Background: an optimization exercise with open tools, aiming at small area, a short achievable clock period and few clock cycles per item. Do not read the settings as production practice. RTL that was checked went through simulation tests only; none was proved equivalent to the original. Power figures rest on the tool's default switching activity, not on a simulated workload.

Setup of JK:
Design calendar_time_to_rtc_registers_unit, start of the top module:
module calendar_time_to_rtc_registers_unit (
    input  wire logic                 i_clk,
    input  wire logic                 i_rst_n,
    input  wire logic                 i_in_valid,
    output logic                      o_in_stall,
    input  wire logic [37:0]          i_in_item,
    output logic                      o_out_valid,
    input  wire logic                 i_out_stall,
    output logic      [41:0]          o_out_item
);
clock: 6.0 ns
lec_check: 0
cap_margin: 20
core_margin: 2
core_utilization: 40
slew_margin: 20
standard.sh (not shown) runs the stock make flow with config.mk's settings and CLKGATE_MAP_FILE= SYNTH_SCRIPT=/design/flow/synth_recipe.tcl, a recipe that flattens the netlist after the stock synthesis.
==> flow/flow/run.sh <==
#!/bin/bash
# Layout flow: the standard synthesis; then the combinational logic is
# mapped again by ABC (registers, their names and cell types are kept as the
# standard synthesis made them): the cones that drive the outputs with one
# delay target, the rest with another; then the standard layout from
# floorplan to finish, with the settings in params.sh.
set -euo pipefail
F=$(pwd)/flow
R=orfs/results/$FLOW_PLATFORM/calendar_time_to_rtc_registers_unit/base
LIB=$FLOW_HOME/platforms/$FLOW_PLATFORM/lib/sky130_fd_sc_hd__tt_025C_1v80.lib
D_OUT=1200
D_IN=2000
SIZE=0
FINISH_ARGS=()
[ -f $F/params.sh ] && source $F/params.sh

bash standard.sh synth > synth.log 2>&1

cp $R/1_2_yosys.v std_1_2_yosys.v
python3 $F/mkcells.py $LIB std_1_2_yosys.v cells.v > mkcells.log 2>&1
mkscript() {  # delay target, output file
  local sz=""
  [ "$SIZE" = 1 ] && sz="buffer -p\nupsize -D $1\ndnsize -D $1"
  sed -e "s/@D@/$1/" -e "s/@SIZE@/$sz/" $F/map.abc.in > $2
}
mkscript $D_OUT map_out.abc
mkscript $D_IN map_in.abc
FF=$(grep -o "sky130_fd_sc_hd__[a-z0-9_]*df[a-z0-9_]*" std_1_2_yosys.v | sort -u | sed 's/^/:-/' | tr -d '\n')
ABC="abc -liberty $LIB $(cat $F/du.txt) -constr $F/abc.constr"
yosys -l resynth.log -p "read_verilog cells.v; read_verilog std_1_2_yosys.v; hierarchy -top $FLOW_TOP; flatten; techmap; opt -fast -purge; select -set outc o:o_out_item o:o_in_stall %u o:o_out_valid %u %ci*$FF; select -set outg @outc t:\$_* %i; $ABC -script map_out.abc @outg; select -clear; $ABC -script map_in.abc; opt_clean -purge; hilomap -singleton -hicell sky130_fd_sc_hd__conb_1 HI -locell sky130_fd_sc_hd__conb_1 LO; insbuf -buf sky130_fd_sc_hd__buf_4 A X; splitnets; opt_clean -purge; hierarchy -top $FLOW_TOP; stat -liberty $LIB; write_verilog -noattr -noexpr -nohex -nodec -selected resynth.v" > /dev/null 2>&1
python3 $F/checkregs.py std_1_2_yosys.v resynth.v > checkregs.log 2>&1
cp resynth.v $R/1_2_yosys.v
rm -f $R/1_synth.odb $R/1_synth.sdc
bash standard.sh "${FINISH_ARGS[@]}" finish > finish.log 2>&1
==> flow/flow/params.sh <==
SIZE=1
D_OUT=1200
D_IN=2000
FINISH_ARGS=(BUFFER_PORTS_ARGS="-buffer_cell sky130_fd_sc_hd__buf_2" SETUP_SLACK_MARGIN=2.5 TNS_END_PERCENT=20)
Other scripts of this flow, unchanged in this note and not shown: flow/flow/abc.constr, flow/flow/checkregs.py, flow/flow/du.txt, flow/flow/map.abc.in, flow/flow/mkcells.py
JK: done, clean on timing, DRC and antenna
Testbench counts of JK, summed over its fixed seeds: cycles 16,008, items 16,000.
--- input diff JK..MS ---
==> flow/flow/params.sh <==
SIZE=1
D_OUT=1200
D_IN=2000
FINISH_ARGS=(BUFFER_PORTS_ARGS="-buffer_cell sky130_fd_sc_hd__buf_2" SETUP_SLACK_MARGIN=2.8)
--- outcome ---
- Taking JK as the reference point, the combinational power of MS rises by about 25%.
- Between JK and MS, the flow reports cell-internal power increasing by more than 10%.
- Setup slack in MS is larger than in JK.
- Higher sequential share of layout area goes to JK over MS.
- Comparing MS against JK, there is no change at all in synthesized cell count.
- MS against JK; largest net degree at the start of global routing is down by a few percent.
- Compared with JK, MS shows total of fill cells in the finished design that has gone down by a little under 10%.
- Row post-CTS setup buffer count: MS higher / JK lower
- Diff JK -> MS: overall via count from detail_route higher; maximum achievable frequency went up; detailed-route vias per instance climbed 0.023.
Here is what was changed in the inputs of AL compared with MS.
==> flow/flow/params.sh <==
SIZE=1
D_OUT=1200
D_IN=2000
FINISH_ARGS=(BUFFER_PORTS_ARGS="-buffer_cell sky130_fd_sc_hd__buf_2" SETUP_SLACK_MARGIN=2.5 POST_GLOBAL_PLACE_TCL=$F/post_gp.tcl)
==> flow/flow/post_gp.tcl (new file) <==
# After port buffering: the output ports' buffers as the smallest buffer
# (each drives only its port); later repair steps may still resize them.
foreach inst [get_cells output*] {
  replace_cell [get_full_name $inst] sky130_fd_sc_hd__buf_1
}
--- outcome ---
- Compared with MS, in AL final-layout non-clock buffer area share decreased 6.1 points, total of plain and repair buffers excluding clock buffers shows a reduction of 43, core utilization of the finished layout lost 8.1 points.
- Proportion of cell area spent on the clock network: AL vs MS down 0.21 points
- Higher vias after detailed routing was reported by MS, not AL.
- Final critical-path setup slack delta (AL − MS): unfavourable
- Power dissipated in combinational cells shrinks by more than 10% when moving from MS to AL.
### AL -> TR
==> flow/flow/params.sh <==
SIZE=1
D_OUT=1200
D_IN=2000
FINISH_ARGS=(BUFFER_PORTS_ARGS="-buffer_cell sky130_fd_sc_hd__buf_2" SETUP_SLACK_MARGIN=2.5)
removed: flow/flow/post_gp.tcl
==> run notes <==
On critical path depth: TR sits below AL. Compared with AL, in TR wire length of the first global-routing pass up about 2.3%, area of all placed cells without fillers up about 1.4%. Having completed the whole flow, TR delivered a layout that passed the timing, DRC and antenna checks. Compared with AL, TR shows overall routing resource usage higher by 0.39 points. AL -> TR: fmax flat.


== v6 ==
calendar_time_to_rtc_registers_unit, a different RTL version from the one above (not shown whole).
Size: roughly 640 cells after synthesis, roughly 86 I/O pins, about 4300 sq um of cells after synthesis.
clock: 6.0 ns
lec_check: 0
cap_margin: 20
core_margin: 2
core_utilization: 60
cts_buf_list: sky130_fd_sc_hd__clkbuf_4 sky130_fd_sc_hd__clkbuf_8
slew_margin: 20
==> flow/flow/params.sh <==
SIZE=1
D_OUT=1400
D_IN=2000
FINISH_ARGS=(BUFFER_PORTS_ARGS="-buffer_cell sky130_fd_sc_hd__buf_2")
Scripts as last shown in full above: flow/flow/run.sh
Other scripts of this flow, unchanged in this note and not shown: flow/flow/abc.constr, flow/flow/checkregs.py, flow/flow/du.txt, flow/flow/map.abc.in, flow/flow/mkcells.py
What v7 does differently from v6 at the input level:
Settings: a deleted CTS_BUF_LIST that had been sky130_fd_sc_hd__clkbuf_4 sky130_fd_sc_hd__clkbuf_8; a change of CORE_UTILIZATION from 60 to 40.
==> flow/flow/params.sh <==
SIZE=1
D_OUT=1400
D_IN=2000
FINISH_ARGS=(BUFFER_PORTS_ARGS="-buffer_cell sky130_fd_sc_hd__buf_2" SETUP_SLACK_MARGIN=2.5)
[summary]
- v7 vs v6 — cell count climbed by a little under 10%
- Changes observed in v7 relative to v6: proportion of power drawn by combinational gates up 4.8 points, count of buffering cells on the critical path with inverters included up 1.
- On part of the total power dissipated in sequential elements: v7 sits below v6.
- v7 vs. v6: effective utilization at floorplan went down by 21 points.
- Per the comparison of v7 with v6, maximum single-stage delay on the critical path has increased; highest attainable clock frequency saw an increase; setup slack now sits higher.
No functional check of the RTL was part of any run of this note.


calendar_time_to_rtc_registers_unit, a different RTL version from the one above (not shown whole).
Size: ~86 I/O pins, about 4500 um2 of cells after synthesis.
==> flow/config.mk <==
export PLATFORM = sky130hd
export DESIGN_NAME = calendar_time_to_rtc_registers_unit
export DESIGN_NICKNAME = calendar_time_to_rtc_registers_unit
export VERILOG_FILES = /design/flow/design.v
export SDC_FILE = /design/flow/constraint.sdc
export NUM_CORES = 4
export LEC_CHECK = 0
export CAP_MARGIN = 20
export CORE_MARGIN = 2
export CORE_UTILIZATION = 40
export SLEW_MARGIN = 20
==> flow/constraint.sdc <==
create_clock -name core_clock -period 6.0 [get_ports {i_clk}]
set_input_delay 1.2000 -clock core_clock [delete_from_list [all_inputs] [get_ports {i_clk}]]
set_output_delay 1.2000 -clock core_clock [all_outputs]
set_load 0.01 [all_outputs]
==> flow/flow/run.sh <==
#!/bin/bash
# Layout flow.
# 1. the standard synthesis (standard.sh synth), unchanged.
# 2. The combinational logic of that netlist is mapped again by ABC (yosys):
#    the cones that drive the outputs with one delay target, the rest (the
#    logic in front of the registers) with another; mkcells.py turns the
#    liberty's combinational cells into logic for this. The registers, their
#    names and cell types stay as the standard synthesis made them
#    (checkregs.py fails the flow otherwise).
# 3. the standard layout from floorplan to finish, with the settings in
#    params.sh: port buffers of buf_2 (post_gp.tcl then makes the output
#    ports' buffers buf_1) and a setup slack margin for the repair steps.
# Each tool's output goes to a log here: synth.log, mkcells.log, resynth.log,
# checkregs.log, finish.log.
set -euo pipefail
F=$(pwd)/flow
R=orfs/results/$FLOW_PLATFORM/calendar_time_to_rtc_registers_unit/base
LIB=$FLOW_HOME/platforms/$FLOW_PLATFORM/lib/sky130_fd_sc_hd__tt_025C_1v80.lib
D_OUT=1200
D_IN=2000
SIZE=0
FINISH_ARGS=()
[ -f $F/params.sh ] && source $F/params.sh

bash standard.sh synth > synth.log 2>&1

cp $R/1_2_yosys.v std_1_2_yosys.v
python3 $F/mkcells.py $LIB std_1_2_yosys.v cells.v > mkcells.log 2>&1
mkscript() {  # delay target, output file
  local sz=""
  [ "$SIZE" = 1 ] && sz="buffer -p\nupsize -D $1\ndnsize -D $1"
  sed -e "s/@D@/$1/" -e "s/@SIZE@/$sz/" $F/map.abc.in > $2
}
mkscript $D_OUT map_out.abc
mkscript $D_IN map_in.abc
FF=$(grep -o "sky130_fd_sc_hd__[a-z0-9_]*df[a-z0-9_]*" std_1_2_yosys.v | sort -u | sed 's/^/:-/' | tr -d '\n')
ABC="abc -liberty $LIB $(cat $F/du.txt) -constr $F/abc.constr"
yosys -l resynth.log -p "read_verilog cells.v; read_verilog std_1_2_yosys.v; hierarchy -top $FLOW_TOP; flatten; techmap; opt -fast -purge; select -set outc o:o_out_item o:o_in_stall %u o:o_out_valid %u %ci*$FF; select -set outg @outc t:\$_* %i; $ABC -script map_out.abc @outg; select -clear; $ABC -script map_in.abc; opt_clean -purge; hilomap -singleton -hicell sky130_fd_sc_hd__conb_1 HI -locell sky130_fd_sc_hd__conb_1 LO; insbuf -buf sky130_fd_sc_hd__buf_4 A X; splitnets; opt_clean -purge; hierarchy -top $FLOW_TOP; stat -liberty $LIB; write_verilog -noattr -noexpr -nohex -nodec -selected resynth.v" > /dev/null 2>&1
python3 $F/checkregs.py std_1_2_yosys.v resynth.v > checkregs.log 2>&1
cp resynth.v $R/1_2_yosys.v
rm -f $R/1_synth.odb $R/1_synth.sdc
bash standard.sh "${FINISH_ARGS[@]}" finish > finish.log 2>&1
==> flow/flow/post_gp.tcl <==
# After port buffering: the output ports' buffers as the smallest buffer
# (each drives only its port); later repair steps may still resize them.
foreach inst [get_cells output*] {
  replace_cell [get_full_name $inst] sky130_fd_sc_hd__buf_1
}
Other scripts of this flow, unchanged in this note and not shown: flow/flow/abc.constr, flow/flow/checkregs.py, flow/flow/du.txt, flow/flow/map.abc.in, flow/flow/mkcells.py, flow/flow/params.sh
The starting point finished clean.
Testbench counts at the start, summed over its fixed seeds: cycles 16,008, items 16,000.
Rerun with:
==> flow/flow/post_gp.tcl (replaced) <==
# After port buffering: the output ports' buffers, and the input ports'
# buffers that drive at most two pins, as the smallest buffer; later repair
# steps may still resize them.
foreach inst [get_cells output*] {
  replace_cell [get_full_name $inst] sky130_fd_sc_hd__buf_1
}
foreach inst [get_cells input*] {
  set pin [get_pins -of_objects $inst -filter "direction == output"]
  set net [get_nets -of_objects $pin]
  set loads [llength [get_pins -of_objects $net -filter "direction == input"]]
  if {$loads <= 2} {
    replace_cell [get_full_name $inst] sky130_fd_sc_hd__buf_1
  }
}
Outcome:
- The new run completed with no timing, DRC or antenna violations
- fmax came out lower by 1.6%
- clock power came out higher by about 1%
- clock-buffer cell count does not change
- design area came out lower by 0.64%
- combinational power barely changes
- area after synthesis is unchanged
- critical path depth came out higher by 7
- synthesized cell count is unchanged
- final cell count stays the same

[port drivers added, routing unchanged]
In the flow no input, the clock included, has a driving cell. The finished layouts below were timed again as built, in two steps. Step 1 (the two cells are an assumption about what drives the block):
set clk [get_ports {i_clk}]
set_driving_cell -lib_cell sky130_fd_sc_hd__clkbuf_16 $clk
set_driving_cell -lib_cell sky130_fd_sc_hd__buf_2 [delete_from_list [all_inputs] $clk]
Step 2 times the ports against the registers' clock, not the clock port: input delays grow and output delays shrink by t, the midpoint of the rising clock arrivals with the driver on. Three values: no drivers, after step 1, after step 2; two values: the first two.
| run | shift t [ns] | slack for setup (ns) | worst setup path after step 2 | worst data-port slew with drivers (ns) |
|---|---|---|---|---|
| JK | 0.322 | 2.619 / 2.586 / 2.342 | input to register | 0.05 |
| MS | 0.330 | 2.703 / 2.679 / 2.349 | input to register | 0.07 |
| AL | 0.323 | 2.671 / 2.643 / 2.359 | input to register | 0.05 |
| TR | 0.322 | 2.675 / 2.643 / 2.354 | input to register | 0.05 |
| v6 | 0.330 | 2.163 / 2.136 / 2.150 | input to register | 0.04 |
| v7 | 0.334 | 2.184 / 2.154 / 2.362 | input to register | 0.04 |
| the first run of note 3 | 0.317 | 2.605 / 2.567 / 2.321 | input to register | 0.05 |
| the second run of note 3 | 0.323 | 2.551 / 2.566 / 2.243 | input to register | 0.05 |
After both steps every run listed still meets setup and hold. The setup slack of MS, which loses most, moves by -0.024 ns with the drivers and by -0.354 ns with both steps.
